Context: an optimization exercise on an open-source flow, tuned for small area and a short achievable clock period. The choices shown serve that exercise and are no tape-out recipe. Function was checked by simulation only, so behaviour that the tests miss may differ from the original.

==> inputs of v15 <==
// regfile_sb
module regfile_sb #(
  parameter int DATA_W = 32,
  parameter int ADDR_W = 5
) (
  input  logic              clk,
  input  logic              reset,
  input  logic              rg_wrt_en,
  input  logic [ADDR_W-1:0] rg_wrt_addr,
  input  logic [DATA_W-1:0] rg_wrt_data,
  input  logic [ADDR_W-1:0] rg_rd_addr1,
  input  logic [ADDR_W-1:0] rg_rd_addr2,
  output logic [DATA_W-1:0] rg_rd_data1,
  output logic [DATA_W-1:0] rg_rd_data2,
  input  logic              sb_set_en,
  input  logic [ADDR_W-1:0] sb_set_addr,
  output logic              rd_busy1,
  output logic              rd_busy2,
  output logic              stall,
  output logic [ADDR_W:0]   pend_cnt
);
==> module regfile_sb, before the edit <==
module regfile_sb #(
  parameter int DATA_W = 32,
  parameter int ADDR_W = 5
) (
  input  logic              clk,
  input  logic              reset,
  input  logic              rg_wrt_en,
  input  logic [ADDR_W-1:0] rg_wrt_addr,
  input  logic [DATA_W-1:0] rg_wrt_data,
  input  logic [ADDR_W-1:0] rg_rd_addr1,
  input  logic [ADDR_W-1:0] rg_rd_addr2,
  output logic [DATA_W-1:0] rg_rd_data1,
  output logic [DATA_W-1:0] rg_rd_data2,
  input  logic              sb_set_en,
  input  logic [ADDR_W-1:0] sb_set_addr,
  output logic              rd_busy1,
  output logic              rd_busy2,
  output logic              stall,
  output logic [ADDR_W:0]   pend_cnt
);
  localparam int DEPTH = 2**ADDR_W;
  logic [DEPTH-1:0][DATA_W-1:0] mem;
  logic [DEPTH-1:0]             busy_q;
  logic [DEPTH-1:0]             wr_hit, set_hit, ld, sel1, sel2;
  logic [DATA_W-1:0]            wr_data_g;
  logic [ADDR_W:0]              pend_cnt_q;
  assign wr_data_g = rg_wrt_data & {DATA_W{~reset}};
  assign mem[0]     = '0;
  assign busy_q[0]  = 1'b0;
  assign wr_hit[0]  = 1'b0;
  assign set_hit[0] = 1'b0;
  assign ld[0]      = 1'b0;
  assign sel1[0]    = 1'b0;
  assign sel2[0]    = 1'b0;
  for (genvar i = 1; i < DEPTH; i++) begin : g_ent
    assign wr_hit[i]  = rg_wrt_en && (rg_wrt_addr == ADDR_W'(i));
    assign set_hit[i] = sb_set_en && (sb_set_addr == ADDR_W'(i));
    assign ld[i]      = reset || wr_hit[i];
    assign sel1[i]    = (rg_rd_addr1 == ADDR_W'(i));
    assign sel2[i]    = (rg_rd_addr2 == ADDR_W'(i));
    logic [DATA_W-1:0] data_q;
    logic              bsy_q;
    always_ff @(posedge clk) begin
      if (ld[i]) data_q <= wr_data_g;
    end
    always_ff @(posedge clk) begin
      if (reset)           bsy_q <= 1'b0;
      else if (set_hit[i]) bsy_q <= 1'b1;
      else if (wr_hit[i])  bsy_q <= 1'b0;
    end
    assign mem[i]    = data_q;
    assign busy_q[i] = bsy_q;
  end
  always_comb begin
    rg_rd_data1 = '0;
    rg_rd_data2 = '0;
    rd_busy1    = 1'b0;
    rd_busy2    = 1'b0;
    for (int k = 1; k < DEPTH; k++) begin
      rg_rd_data1 = rg_rd_data1 | (mem[k] & {DATA_W{sel1[k]}});
      rg_rd_data2 = rg_rd_data2 | (mem[k] & {DATA_W{sel2[k]}});
      rd_busy1    = rd_busy1 | (busy_q[k] & sel1[k]);
      rd_busy2    = rd_busy2 | (busy_q[k] & sel2[k]);
    end
  end
  assign stall = rd_busy1 | rd_busy2;
  logic inc, dec;
  assign inc = |(set_hit & ~busy_q);
  assign dec = |(wr_hit & busy_q & ~set_hit);
  always_ff @(posedge clk) begin
    if (reset)            pend_cnt_q <= '0;
    else if (inc && !dec) pend_cnt_q <= pend_cnt_q + 1'b1;
    else if (dec && !inc) pend_cnt_q <= pend_cnt_q - 1'b1;
  end
  assign pend_cnt = pend_cnt_q;
endmodule
clock: 6.5 ns
lec_check: 0
cap_margin: 20
core_margin: 2
core_utilization: 40
slew_margin: 20
run.sh (not shown) runs the stock make flow with config.mk's settings and CLKGATE_MAP_FILE= SYNTH_SCRIPT=/design/flow/synth_recipe.tcl, a recipe that flattens the netlist after the stock synthesis.
==> inputs of v32, as changes to v15 <==
==> flow/design.v (replaced) <==
module regfile_sb_entry #(
  parameter int DATA_W = 32
) (
  input  logic              clk,
  input  logic              reset,
  input  logic              wr_hit,
  input  logic              set_hit,
  input  logic [DATA_W-1:0] wr_data,
  output logic [DATA_W-1:0] data_q,
  output logic              busy_q,
  output logic              busy_d
);
  logic [DATA_W-1:0] data_d;
  always_comb begin
    data_d = data_q;
    busy_d = busy_q;
    if (reset) begin
      data_d = '0;
      busy_d = 1'b0;
    end else begin
      if (wr_hit) begin
        data_d = wr_data;
        busy_d = 1'b0;
      end
      if (set_hit) busy_d = 1'b1;
    end
  end
  always_ff @(posedge clk) begin
    data_q <= data_d;
    busy_q <= busy_d;
  end
endmodule
module regfile_sb #(
  parameter int DATA_W = 32,
  parameter int ADDR_W = 5
) (
  input  logic              clk,
  input  logic              reset,
  input  logic              rg_wrt_en,
  input  logic [ADDR_W-1:0] rg_wrt_addr,
  input  logic [DATA_W-1:0] rg_wrt_data,
  input  logic [ADDR_W-1:0] rg_rd_addr1,
  input  logic [ADDR_W-1:0] rg_rd_addr2,
  output logic [DATA_W-1:0] rg_rd_data1,
  output logic [DATA_W-1:0] rg_rd_data2,
  input  logic              sb_set_en,
  input  logic [ADDR_W-1:0] sb_set_addr,
  output logic              rd_busy1,
  output logic              rd_busy2,
  output logic              stall,
  output logic [ADDR_W:0]   pend_cnt
);
  localparam int DEPTH = 2**ADDR_W;
  localparam bit BYPASS = 1'b0;
  logic [DEPTH-1:0][DATA_W-1:0] mem;
  logic [DEPTH-1:0]             busy_q;
  logic [DEPTH-1:0]             busy_d;
  logic [ADDR_W:0]              pend_cnt_q;
  logic [ADDR_W:0]              pend_cnt_d;
  assign mem[0]    = '0;
  assign busy_q[0] = 1'b0;
  assign busy_d[0] = 1'b0;
  for (genvar i = 1; i < DEPTH; i++) begin : g_ent
    regfile_sb_entry #(.DATA_W(DATA_W)) u_ent (
      .clk     (clk),
      .reset   (reset),
      .wr_hit  (rg_wrt_en && (rg_wrt_addr == ADDR_W'(i))),
      .set_hit (sb_set_en && (sb_set_addr == ADDR_W'(i))),
      .wr_data (rg_wrt_data),
      .data_q  (mem[i]),
      .busy_q  (busy_q[i]),
      .busy_d  (busy_d[i])
    );
  end
  always_comb begin
    pend_cnt_d = '0;
    for (int k = 0; k < DEPTH; k++)
      pend_cnt_d = pend_cnt_d + {{ADDR_W{1'b0}}, busy_d[k]};
  end
  always_ff @(posedge clk) begin
    pend_cnt_q <= pend_cnt_d;
  end
  logic wr_fwd, byp1, byp2;
  assign wr_fwd = BYPASS && rg_wrt_en && !reset && (rg_wrt_addr != '0);
  assign byp1   = wr_fwd && (rg_rd_addr1 == rg_wrt_addr);
  assign byp2   = wr_fwd && (rg_rd_addr2 == rg_wrt_addr);
  assign rg_rd_data1 = byp1 ? rg_wrt_data : mem[rg_rd_addr1];
  assign rg_rd_data2 = byp2 ? rg_wrt_data : mem[rg_rd_addr2];
  assign rd_busy1    = byp1 ? 1'b0 : busy_q[rg_rd_addr1];
  assign rd_busy2    = byp2 ? 1'b0 : busy_q[rg_rd_addr2];
  assign stall       = rd_busy1 | rd_busy2;
  assign pend_cnt    = pend_cnt_q;
endmodule
==> flow_metrics.tcl <==
set metrics [dict create \
    setup_ws_ps -6.02 \
    holdPathEnd "pend_cnt_q[5]" \
    status "failed layout checks" \
    setup_viol 1 \
    peakVddDrop_v 0.000230 \
    synth_fp_nets 3393 \
    fill_cells 9747 \
    maxPowerGroup "sequential cells" \
    so.violations "setup timing" \
]
(the above is from v15)
==> flow_metrics.tcl <==
set metrics [dict create \
    cts_tree "done" \
    maxPowerGroup "clock" \
    status "timing/DRC/antenna clean" \
    tap_cells 1755 \
    setup_ws_ps 264 \
    seq_cells 1029 \
    grt-ovfl-total 0 \
    peakVddDrop_v 0.000224 \
    fill_cells 12286 \
    top_usage_layer "met2" \
    synth_fp_nets 5898 \
    setup_viol 0 \
    holdPathEnd "g_ent[14].u_ent.data_q[8]" \
]
(the above is from v32)

what the ideal ports hide:
In the flow no input, the clock included, has a driving cell. The finished layouts below were timed again as built, in two steps.
Step 1 assumes that a clkbuf_16 drives the clock port and a buf_2 every other input.
Step 2, shift: input delay + t, output delay - t, t = (earliest + latest rising clock arrival at the registers) / 2. This alone moves slack from input paths to output paths.
a / b / c = ideal ports / drivers / drivers and shift; a / b = the first two.
| run | shift t [ns] | slack for setup (ns) | worst setup path after step 2 |
|---|---|---|---|
| v15 | 0.782 | -0.006 / -0.032 / -0.032 | input to output |
| v32 | 0.792 | 0.264 / 0.312 / -0.480 | input to register |
With both steps, setup timing fails in v32, where it was met with ideal ports. For v32, which loses most, drivers alone change the setup slack by +0.048 ns; drivers and shift together by -0.744 ns.
